This design comes from an exercise in tuning for small area, a short achievable clock period and few clock cycles per item on the open sky130 flow, not from production work. Only simulation tests tie the RTL to the original design; equivalence was not proved. No activity file was given, so power comes from the tool's default toggle rates.

### config.mk
export PLATFORM = sky130hd
export DESIGN_NAME = tick_mask_task_scheduler_core
export DESIGN_NICKNAME = tick_mask_task_scheduler_core
export VERILOG_FILES = /design/flow/design.v
export SDC_FILE = /design/flow/constraint.sdc
export NUM_CORES = 4
export LEC_CHECK = 0
export CAP_MARGIN = 20
export CORE_MARGIN = 2
export CORE_UTILIZATION = 30
export SLEW_MARGIN = 20
### constraint.sdc
create_clock -name core_clock -period 8.5 [get_ports {clk}]
set_input_delay 1.7000 -clock core_clock [delete_from_list [all_inputs] [get_ports {clk}]]
set_output_delay 1.7000 -clock core_clock [all_outputs]
set_load 0.01 [all_outputs]
### design.v
package tmts_pkg;
    localparam int TIME_W        = 32;
    localparam int PERIOD_W      = 31;
    localparam int TICK_W        = 32;
    localparam int MAX_TASKS     = 4;
    localparam int NUM_TASKS_DEF = 4;
    localparam int TIDX_W        = 2;
    localparam int CFG_IDX_W     = 3;
    localparam logic [TIME_W-1:0]    MODULUS_RST = 32'd65536;
    localparam logic [TIME_W-1:0]    MODULUS_MIN = 32'd4;
    localparam logic [PERIOD_W-1:0]  PERIOD_RST  = 31'd1000;
    localparam logic [TICK_W-1:0]    TICK_START  = 32'h0000_0001;
    localparam logic [CFG_IDX_W-1:0] CFG_MODULUS = 3'd0;
    localparam logic [CFG_IDX_W-1:0] CFG_PERIOD  = 3'd1;
    localparam logic [CFG_IDX_W-1:0] CFG_MASK0   = 3'd2;
    typedef enum logic [1:0] {
        KIND_TIME    = 2'd0,
        KIND_REPORT  = 2'd1,
        KIND_RESTART = 2'd2,
        KIND_CLEAR   = 2'd3
    } kind_t;
    typedef struct packed {
        logic               valid;
        kind_t              kind;
        logic [TIDX_W-1:0]  tidx;
        logic [TIME_W-1:0]  red_a;    
        logic [TIME_W-1:0]  red_b;    
    } step_t;
    typedef struct packed {
        logic [TIME_W-1:0]   modulus;
        logic [PERIOD_W-1:0] period;
        logic                bad;
    } time_cfg_t;
    typedef struct packed {
        logic                 fired;
        logic [MAX_TASKS-1:0] run;
        logic [TICK_W-1:0]    word;
    } tick_res_t;
    typedef struct packed {
        logic              updated;
        logic [TIME_W-1:0] avg;
        logic [TIME_W-1:0] worst;
    } stats_res_t;
endpackage
    function automatic logic [TIME_W-1:0] mod_step(
        input logic [TIME_W-1:0] rem,
        input logic              din,
        input logic [TIME_W-1:0] m
    );
        logic [TIME_W:0] sh;
        sh = {rem, din};
        if (sh >= {1'b0, m})
        begin
            sh = sh - {1'b0, m};
        end
        mod_step = sh[TIME_W-1:0];
    endfunction
    function automatic logic [TIME_W-1:0] mod_sub(
        input logic [TIME_W-1:0] a,
        input logic [TIME_W-1:0] b,
        input logic [TIME_W-1:0] m
    );
        logic [TIME_W:0] d;
        d = {1'b0, a} - {1'b0, b};
        if (d[TIME_W])
        begin
            d = d + {1'b0, m};
        end
        mod_sub = d[TIME_W-1:0];
    endfunction
    function automatic logic [TIME_W-1:0] mod_add(
        input logic [TIME_W-1:0]   a,
        input logic [PERIOD_W-1:0] p,
        input logic [TIME_W-1:0]   m
    );
        logic [TIME_W:0] s;
        s = {1'b0, a} + {2'b00, p};
        if (s >= {1'b0, m})
        begin
            s = s - {1'b0, m};
        end
        mod_add = s[TIME_W-1:0];
    endfunction
import tmts_pkg::*;
module tick_mask_task_scheduler_core
#(
    parameter int NUM_TASKS = NUM_TASKS_DEF
)
(
    input  logic                  clk,
    input  logic                  rst_n,
    input  logic                  item_valid,
    output logic                  item_stall,
    input  logic [1:0]            kind,
    input  logic [TIME_W-1:0]     sample_time,
    input  logic [TIDX_W-1:0]     task_index,
    input  logic [TIME_W-1:0]     start_time,
    input  logic [TIME_W-1:0]     stop_time,
    output logic                  result_valid,
    input  logic                  result_stall,
    output logic                  tick_fired,
    output logic [MAX_TASKS-1:0]  run_mask,
    output logic [TICK_W-1:0]     tick_word,
    output logic                  stats_updated,
    output logic [TIME_W-1:0]     mean_exec_time,
    output logic [TIME_W-1:0]     worst_time,
    output logic                  config_bad,
    input  logic                  cfg_valid,
    output logic                  cfg_ready,
    input  logic [CFG_IDX_W-1:0]  cfg_index,
    input  logic [TIME_W-1:0]     cfg_data
);
    logic [TIME_W-1:0]                mod_q;
    logic [PERIOD_W-1:0]              per_q;
    logic [MAX_TASKS-1:0][TICK_W-1:0] mask_q;    
    logic [MAX_TASKS-1:0]             mval_q;
    logic                             bad_q;
    logic cfg_wr, mod_wr;
    assign cfg_ready = 1'b1;
    assign cfg_wr    = cfg_valid;
    assign mod_wr    = cfg_wr && (cfg_index == CFG_MODULUS);
    always_ff @(posedge clk or negedge rst_n)
    begin
        if (!rst_n)
        begin
            mod_q  <= MODULUS_RST;
            per_q  <= PERIOD_RST;
            mval_q <= '0;
        end
        else if (cfg_wr)
        begin
            if (cfg_index == CFG_MODULUS)
                mod_q <= cfg_data;
            if (cfg_index == CFG_PERIOD)
                per_q <= cfg_data[PERIOD_W-1:0];
            for (int i = 0; i < MAX_TASKS; i++)
                if (cfg_index == CFG_IDX_W'(CFG_MASK0 + i))
                    mval_q[i] <= 1'b1;
        end
    end
    always_ff @(posedge clk)
    begin
        for (int i = 0; i < MAX_TASKS; i++)
            if (cfg_wr && cfg_index == CFG_IDX_W'(CFG_MASK0 + i))
                mask_q[i] <= cfg_data;
    end
    always_ff @(posedge clk)
    begin
        bad_q <= (mod_q < MODULUS_MIN) || (per_q == '0)
                 || ({1'b0, per_q} >= (mod_q >> 1));
    end
    logic [5:0]          dcnt_q;       
    logic                dmode_q;      
    logic [TIME_W-1:0]   dsrc_q;       
    logic [TIME_W-1:0]   drem_q;       
    logic                p_valid_q;    
    logic [1:0]          pk_q;
    logic [TIDX_W-1:0]   pt_q;
    logic [TIME_W-1:0]   pv_q;         
    logic                r_valid_q;
    logic busy, u_go, accept;
    assign busy       = (dcnt_q != '0);
    assign u_go       = p_valid_q && (!r_valid_q || !result_stall);
    assign item_stall = busy || (p_valid_q && !u_go);
    assign accept     = item_valid && !item_stall;
    logic                cvalid_q;     
    logic [TIME_W-1:0]   cx_q, cr_q;
    logic                is_samp, is_rep;
    logic [TIME_W-1:0]   op_a, op_b, op_c;
    logic [TIME_W:0]     d1;
    logic [TIME_W+1:0]   d2, d3, d4;
    logic                s_fast, r_fast, fast;
    logic [TIME_W-1:0]   red_s, red_e;
    always_comb
    begin
        is_samp = (kind == KIND_TIME);
        is_rep  = (kind == KIND_REPORT);
        op_a    = is_samp ? sample_time : stop_time;
        op_b    = is_samp ? cx_q : start_time;
        op_c    = is_samp ? cr_q : mod_q;
        d1 = {1'b0, op_a} - {1'b0, op_b};
        d2 = {2'b0, op_a} - {2'b0, op_b} - {2'b0, mod_q};
        d3 = {2'b0, op_a} - {2'b0, op_b} + {2'b0, op_c};
        d4 = {2'b0, op_a} - {2'b0, op_b} + {2'b0, cr_q} - {2'b0, mod_q};
        s_fast = cvalid_q && !d1[TIME_W] && d2[TIME_W+1];
        red_s  = d4[TIME_W+1] ? d3[TIME_W-1:0] : d4[TIME_W-1:0];
        r_fast = d1[TIME_W] ? !d3[TIME_W+1] : d2[TIME_W+1];
        red_e  = d1[TIME_W] ? d3[TIME_W-1:0] : d1[TIME_W-1:0];
        fast   = kind[1] || (is_samp ? s_fast : r_fast);
    end
    logic [TIME_W:0]   dt;
    logic [TIME_W+1:0] dsub;
    logic [TIME_W-1:0] drem_n, dsrc_n;
    logic              dlast;
    always_comb
    begin
        dt     = {drem_q, dsrc_q[TIME_W-1]};
        dsub   = {1'b0, dt} - {2'b0, mod_q};
        drem_n = dsub[TIME_W+1] ? dt[TIME_W-1:0] : dsub[TIME_W-1:0];
        dsrc_n = {dsrc_q[TIME_W-2:0], dsrc_q[TIME_W-1]};
        dlast  = (dcnt_q == 6'd1);
    end
    logic                tz_q;         
    logic [4:0]          tpos_q;       
    logic [TIME_W-1:0]   lt_q, ltraw_q;
    logic                samp_ok, rep_ok, fire, first, back, due, ok;
    logic [4:0]          widx;
    logic [TIME_W-1:0]   half, delta, lt_adv, lt_new;
    logic [TIME_W:0]     sl;
    logic [TIME_W+1:0]   lp, lp2;
    always_ff @(posedge clk or negedge rst_n)
    begin
        if (!rst_n)
        begin
            dcnt_q    <= '0;
            p_valid_q <= 1'b0;
            cvalid_q  <= 1'b0;
        end
        else
        begin
            if (u_go)
                p_valid_q <= 1'b0;
            if (mod_wr)
            begin
                dcnt_q   <= 6'd32;
                cvalid_q <= 1'b0;
            end
            else if (accept)
            begin
                if (fast)
                begin
                    p_valid_q <= 1'b1;
                    if (is_samp)
                        cvalid_q <= 1'b1;
                end
                else
                begin
                    dcnt_q <= 6'd32;
                end
            end
            else if (busy)
            begin
                dcnt_q <= dcnt_q - 6'd1;
                if (dlast && !dmode_q)
                begin
                    p_valid_q <= 1'b1;
                    if (pk_q == KIND_TIME)
                        cvalid_q <= 1'b1;
                end
            end
        end
    end
    always_ff @(posedge clk)
    begin
        if (mod_wr)
        begin
            dmode_q <= 1'b1;
            dsrc_q  <= ltraw_q;
            drem_q  <= '0;
        end
        else if (accept)
        begin
            dmode_q <= 1'b0;
            pk_q    <= kind;
            pt_q    <= task_index;
            pv_q    <= is_samp ? red_s : red_e;
            dsrc_q  <= is_samp ? sample_time : d1[TIME_W-1:0];
            drem_q  <= (is_rep && d1[TIME_W]) ? (mod_q - 32'd1) : '0;
            if (is_samp && fast)
            begin
                cx_q <= sample_time;
                cr_q <= red_s;
            end
        end
        else if (busy)
        begin
            dsrc_q <= dsrc_n;
            drem_q <= drem_n;
            if (dlast && !dmode_q)
            begin
                pv_q <= drem_n;
                if (pk_q == KIND_TIME)
                begin
                    cx_q <= dsrc_n;
                    cr_q <= drem_n;
                end
            end
        end
    end
    logic [MAX_TASKS-1:0][TIME_W-1:0] avg_q, worst_q;    
    logic [MAX_TASKS-1:0]             sval_q;
    logic [TIME_W-1:0] cur_avg, cur_worst, avg_new, worst_new;
    logic [TIME_W:0]   sum;
    logic [MAX_TASKS-1:0] run;
    always_comb
    begin
        samp_ok = (pk_q == KIND_TIME) && !bad_q;
        rep_ok  = (pk_q == KIND_REPORT) && !bad_q
                  && ({1'b0, pt_q} < (TIDX_W + 1)'(NUM_TASKS));
        half    = mod_q >> 1;
        sl      = {1'b0, pv_q} - {1'b0, lt_q};
        delta   = sl[TIME_W] ? (sl[TIME_W-1:0] + mod_q) : sl[TIME_W-1:0];
        first   = tz_q;
        back    = (delta >= half);
        due     = (delta >= {1'b0, per_q});
        fire    = first || back || due;
        widx    = first ? 5'd0 : tpos_q;
        lp      = {2'b0, lt_q} + {3'b0, per_q};
        lp2     = {2'b0, lt_q} + {3'b0, per_q} - {2'b0, mod_q};
        lt_adv  = lp2[TIME_W+1] ? lp[TIME_W-1:0] : lp2[TIME_W-1:0];
        lt_new  = (first || back) ? pv_q : lt_adv;
        for (int i = 0; i < MAX_TASKS; i++)
            run[i] = !mval_q[i] ? !fire
                   : (fire ? mask_q[i][widx] : (mask_q[i] == '0));
        cur_avg   = sval_q[pt_q] ? avg_q[pt_q]   : '0;
        cur_worst = sval_q[pt_q] ? worst_q[pt_q] : '0;
        ok        = (pv_q < half);
        sum       = {1'b0, cur_avg} + {1'b0, pv_q};
        avg_new   = sum[TIME_W:1];
        worst_new = (pv_q > cur_worst) ? pv_q : cur_worst;
    end
    always_ff @(posedge clk or negedge rst_n)
    begin
        if (!rst_n)
        begin
            tz_q   <= 1'b1;
            sval_q <= '0;
        end
        else if (u_go)
        begin
            if (samp_ok && fire)
                tz_q <= 1'b0;
            if (pk_q == KIND_RESTART)
                tz_q <= 1'b1;
            if (rep_ok && ok)
                sval_q[pt_q] <= 1'b1;
            if (pk_q == KIND_CLEAR)
                sval_q <= '0;
        end
    end
    always_ff @(posedge clk)
    begin
        if (u_go && samp_ok && fire)
        begin
            tpos_q  <= widx + 5'd1;
            lt_q    <= lt_new;
            ltraw_q <= lt_new;
        end
        else if (busy && dlast && dmode_q)
        begin
            lt_q <= drem_n;
        end
        if (u_go && rep_ok && ok)
        begin
            avg_q[pt_q]   <= avg_new;
            worst_q[pt_q] <= worst_new;
        end
    end
    logic                 r_fired_q, r_upd_q, r_rep_q, r_bad_q;
    logic [4:0]           r_widx_q;
    logic [MAX_TASKS-1:0] r_run_q;
    logic [TIDX_W-1:0]    r_t_q;
    always_ff @(posedge clk or negedge rst_n)
    begin
        if (!rst_n)
            r_valid_q <= 1'b0;
        else
            r_valid_q <= u_go || (r_valid_q && result_stall);
    end
    always_ff @(posedge clk)
    begin
        if (u_go)
        begin
            r_fired_q <= samp_ok && fire;
            r_widx_q  <= widx;
            r_run_q   <= samp_ok ? run : '0;
            r_upd_q   <= rep_ok && ok;
            r_rep_q   <= rep_ok;
            r_t_q     <= pt_q;
            r_bad_q   <= bad_q;
        end
    end
    assign result_valid   = r_valid_q;
    assign tick_fired     = r_fired_q;
    assign run_mask       = r_run_q;
    assign tick_word      = r_fired_q ? (TICK_W'(1) << r_widx_q) : '0;
    assign stats_updated  = r_upd_q;
    assign mean_exec_time = (r_rep_q && sval_q[r_t_q]) ? avg_q[r_t_q]   : '0;
    assign worst_time     = (r_rep_q && sval_q[r_t_q]) ? worst_q[r_t_q] : '0;
    assign config_bad     = r_bad_q;
endmodule
### run.sh
#!/bin/bash
# synth_recipe.tcl (not shown) runs the flow's synth.tcl, then flattens the netlist and writes it again
# the make line also repeats each setting of config.mk as NAME=value (left out here)
make -C /OpenROAD-flow-scripts/flow DESIGN_CONFIG=/design/flow/config.mk WORK_HOME=/design/flow/orfs CLKGATE_MAP_FILE= SYNTH_SCRIPT=/design/flow/synth_recipe.tcl finish
==> metrics.md <==
| Metric | Value |
|---|---|
| Worst path max stage delay | 0.54 ns |
| Synth top area share | approximately 32% |
| NumNets Final | about 6,500 |
| Total Routed Length | between 150 and 200 mm |
| Synthesized flop and latch total | about 720 |
| Synth unique cells | slightly above 90 |
| Most frequent cells in the layout | 623 x nand2_1, 600 x edfxtp_1, 486 x ha_1 |
| Power per cell area | about 300 nW/um^2 |
| Register area | 20,700 um^2 |
| Slew Viols, Final | 0 |
| Clock skew | 0.0851 ns |
| HPWL Detailed | 146 mm |
| Hold path depth | 2 |
| Worst Setup Path Type | primary input to flip-flop |
| Most common cell after layout, fill and taps aside | nand2_1 |
| Clock sink count | slightly above 700 |
| Endpoints failing setup | 0 |
| Crit start category | primary input |
| Antenna violations before repair | 12 |
| Number of iterations in the first detailed-routing pass | 5 |
| Worst-Skew Late Latency | between 0.7 and 0.8 ns |
| Wire length per cell | 23.4 um |
| Post-route antenna net violation count | 0 |
| Hold Crit Class | flip-flop to flip-flop |
| Hold wc startpoint | drem_q[31] |
| Post-synth EDFFs | 600 |
| Vias in the first global route | approximately 46,000 |
| Cells after Synth | 5,549 |
| Layout cells sized above 1 | about an eighth |
| DP Cell Count | 8,238 |
| Area grow syn2layout | 17.0% |
| Hold Vio Cnt, Final | 0 |
| Leakage power | roughly 26 nW |
| Mapped Nets | 6,215 |
| Area of the core | ~190,000 um^2 |
| GR Util met3 | approximately 2.3% |
| Critical path arrival | around 8.5 ns |
| Sequential area share after synthesis | a little under two fifths |
| CTS tree | built |
| GRT met1 Usage | between 20% and 30% |
| Yosys warning count | 1 |
| Grt peak-use layer | met2 |
| Synthesized area | about 56,000 um^2 |
| FF-to-FF Start | pv_q[0] |
| GR Layer Usage met2 | 34.0% |
| Worst Setup End Kind | flip-flop |
| First-pass GRT wire length | a little under 300 mm |
| DRC | 0 |
| Worst relative slew slack | about 22% |
| Leading area contributor after synthesis | edfxtp_1 |
| CP startpoint | kind[0] |
| CP max FO | 29 |
| I/O pins | between 200 and 250 |
| Status | timing/DRC/antenna clean |
| Vias post-DR | ~47,000 |
| CTS clock-pin slew for the worst setup and hold paths | roughly 0.06 ns |
| Total die area | between 150,000 and 200,000 um^2 |
| Ranking of synthesized cells by area | edfxtp_1 32%, ha_1 11%, mux4_2 6.2% |
| Initial DRC Count | 3,971 |
| Die width | 436 um |
| Min Tclk post-route | ~8.0 ns |
| Async set-reset flop share out of synthesis | between 10% and 20% |
| Grt ovf | 0 |
| CTS Buffer Depth | 3 |
| Post-route insts no fill | 8,397 |
| Total Routing Usage GR | roughly a fifth |
| Vias per Instance | between 5 and 6 |
| Unrepaired setup endpoints after global routing | false |
| Die Y | approximately 440 um |
| Multi-input gate area | around 33,000 um^2 |
| H-tree depth | 3 |
| FP Rows | around 160 |
| ANT cells | 0 |
| Largest net degree at the start of global routing | approximately 120 |
| Hold WS | about 0.48 ns |
| Port Buffer Count | between 200 and 250 |
| R2R cell count | 34 |
| CTS buffer count | 85 |
| Total power | between 15 and 20 mW |
| Placer Congestion | around 0.95 |
| Post-route setup TNS | 0 ns |
| Syn avg cell area | 10.1 um^2 |
| Slew @ Worst Pin | 1.17 ns |
| WP data required | 8.98 ns |
| IR drop worst, VDD | approximately 190 uV |
| Fill count | 18,700 |
| Ys flop type | edfxtp_1 |
| FMAX | 125 MHz |
| Period utilisation layout | between 90% and 100% |
| Max_cap viols | 0 |
| Worst path slowest cell | nor4_1 |
| Initial Utilization | 30.2% |
| CTS Root Cell | clkbuf_16 |
==> through the flow <==
step / cell area, um^2 / setup slack [ns] / util, %
3_5_place_dp: 62400 / -0.151 / 33.7
4_1_cts: 65400 / 0.462 / 35.3
5_1_grt: 65400 / 0.00813 / 35.3
6_report: 65400 / 0.517 / 35.3
2_1_floorplan: 56000 / 0.00923 / -
3_3_place_gp: 62400 / -0.0102 / 33.7
==> cells in the mapped netlist, types with 50 or more instances <==
| cell type | number |
|---|---|
| nor2b_1 | 60 |
| mux2i_1 | 136 |
| nand2b_1 | 71 |
| and3_1 | 100 |
| and2_1 | 50 |
| ha_1 | 486 |
| xor2_1 | 94 |
| nand2_1 | 623 |
| xnor2_1 | 177 |
| o2bb2ai_1 | 256 |
| clkbuf_1 | 197 |
| nor4_1 | 56 |
| mux4_2 | 154 |
| o21ai_0 | 317 |
| a21o_1 | 187 |
| edfxtp_1 | 600 |
| dfrtp_1 | 73 |
| nand3_1 | 88 |
| inv_1 | 242 |
| a21oi_1 | 403 |
| o21a_1 | 58 |
| mux2_2 | 82 |
| nor3_1 | 85 |
| nand4_1 | 73 |
| nor2_1 | 249 |
==> area by class of cell <==
type / instances / area share [%]
Sequential cell: 715 / 31.7
Multi-Input combinational cell: 4330 / 51.0
Clock buffer: 100 / 3.43
Timing Repair Buffer: 469 / 6.61
Clock inverter: 58 / 1.14
Inverter: 245 / 1.41
Tap cell: 2480 / 4.74
==> routing by layer <==
layer / vias up / share of wire, % / wire [um]
li1: 21700 / - / -
met1: 23300 / 42 / 81800
met2: 1674 / 48 / 94300
met3: 350 / 5.9 / 11600
met4: 4 / 4.3 / 8410
met5: - / 0.0071 / 14
==> critical path: cells and delay by family <==
| family | cells | cell delay [ns] |
|---|---|---|
| AO/OA/AOI/OAI | 11 | 2.54 |
| XOR/XNOR | 1 | 0.28 |
| adder cells (fa/ha/maj) | 4 | 1.46 |
| buffers and inverters | 6 | 1.17 |
| AND/OR/NAND/NOR | 5 | 1.30 |
==> sequential cells by signal (all words and copies together), names as in the netlist, 6 cells and up <==
signal   count
mod_q       32
avg_q      128
cr_q        32
worst_q    128
mask_q     128
cx_q        32
ltraw_q     32
lt_q        32
pv_q        32
drem_q      32
per_q       31
dcnt_q       6
dsrc_q      32
==> cell families (layout without fill, tap and decap cells) <==
| group | count (synthesis) | count (layout) | share of synthesized area (%) |
|---|---|---|---|
| other | 1 | 1 | 0.00670 |
| multiplexers | 375 | 375 | 10.4 |
| AO/OA/AOI/OAI | 1616 | 1616 | 19.4 |
| buffers and inverters | 504 | 872 | 3.53 |
| adder cells (fa/ha/maj) | 526 | 526 | 12.3 |
| AND/OR/NAND/NOR | 1541 | 1541 | 13.1 |
| XOR/XNOR | 271 | 271 | 4.24 |
| flip-flops | 715 | 715 | 37.1 |
==> power by group <==
part | internal [mW] | switching, mW
combinational | 4.79 | 6.36
sequential | 4.48 | 0.349
clock | 2.26 | 1.69
==> final timing paths <==
check | slack (ns) | endpoint
max | 0.52 | pv_q[22]
min | 0.48 | drem_q[31]
max reg2reg | 0.52 | lt_q[5]
min reg2reg | 0.48 | drem_q[31]
max in group asynchronous | 6.31 | sval_q[1]
min in group asynchronous | 0.95 | mval_q[3]
==> timing repair <==
action                                  CTS  global route
buffers inserted                          0             0
gates resized for setup                   0             7
hold buffers                              0             0
endpoints found under the setup margin    0           118
Testbench counts, summed over its fixed seeds: cycles 15,104, items 12,800.

==> re-timing with driven ports <==
Ports are ideal in the flow. The routed layout listed here was re-timed in OpenROAD.
Step 1 sets driving cells, clkbuf_16 on the clock port and buf_2 on the other inputs (assumed; they add their load-dependent delay and slew).
Step 2 also shifts input and output timing later by t, the mid clock arrival at the registers, as if the neighbouring blocks saw the same clock.
Three values: ideal ports, drivers, drivers and shift; two values: the first two.
t, ns: 0.786
setup slack, ns: 0.517 / 0.522 / -0.212
worst setup path after step 2: input to register
With both steps, setup timing fails in this run, where it was met with ideal ports. The setup slack of this run moves by +0.005 ns with the drivers and by -0.729 ns with both steps.
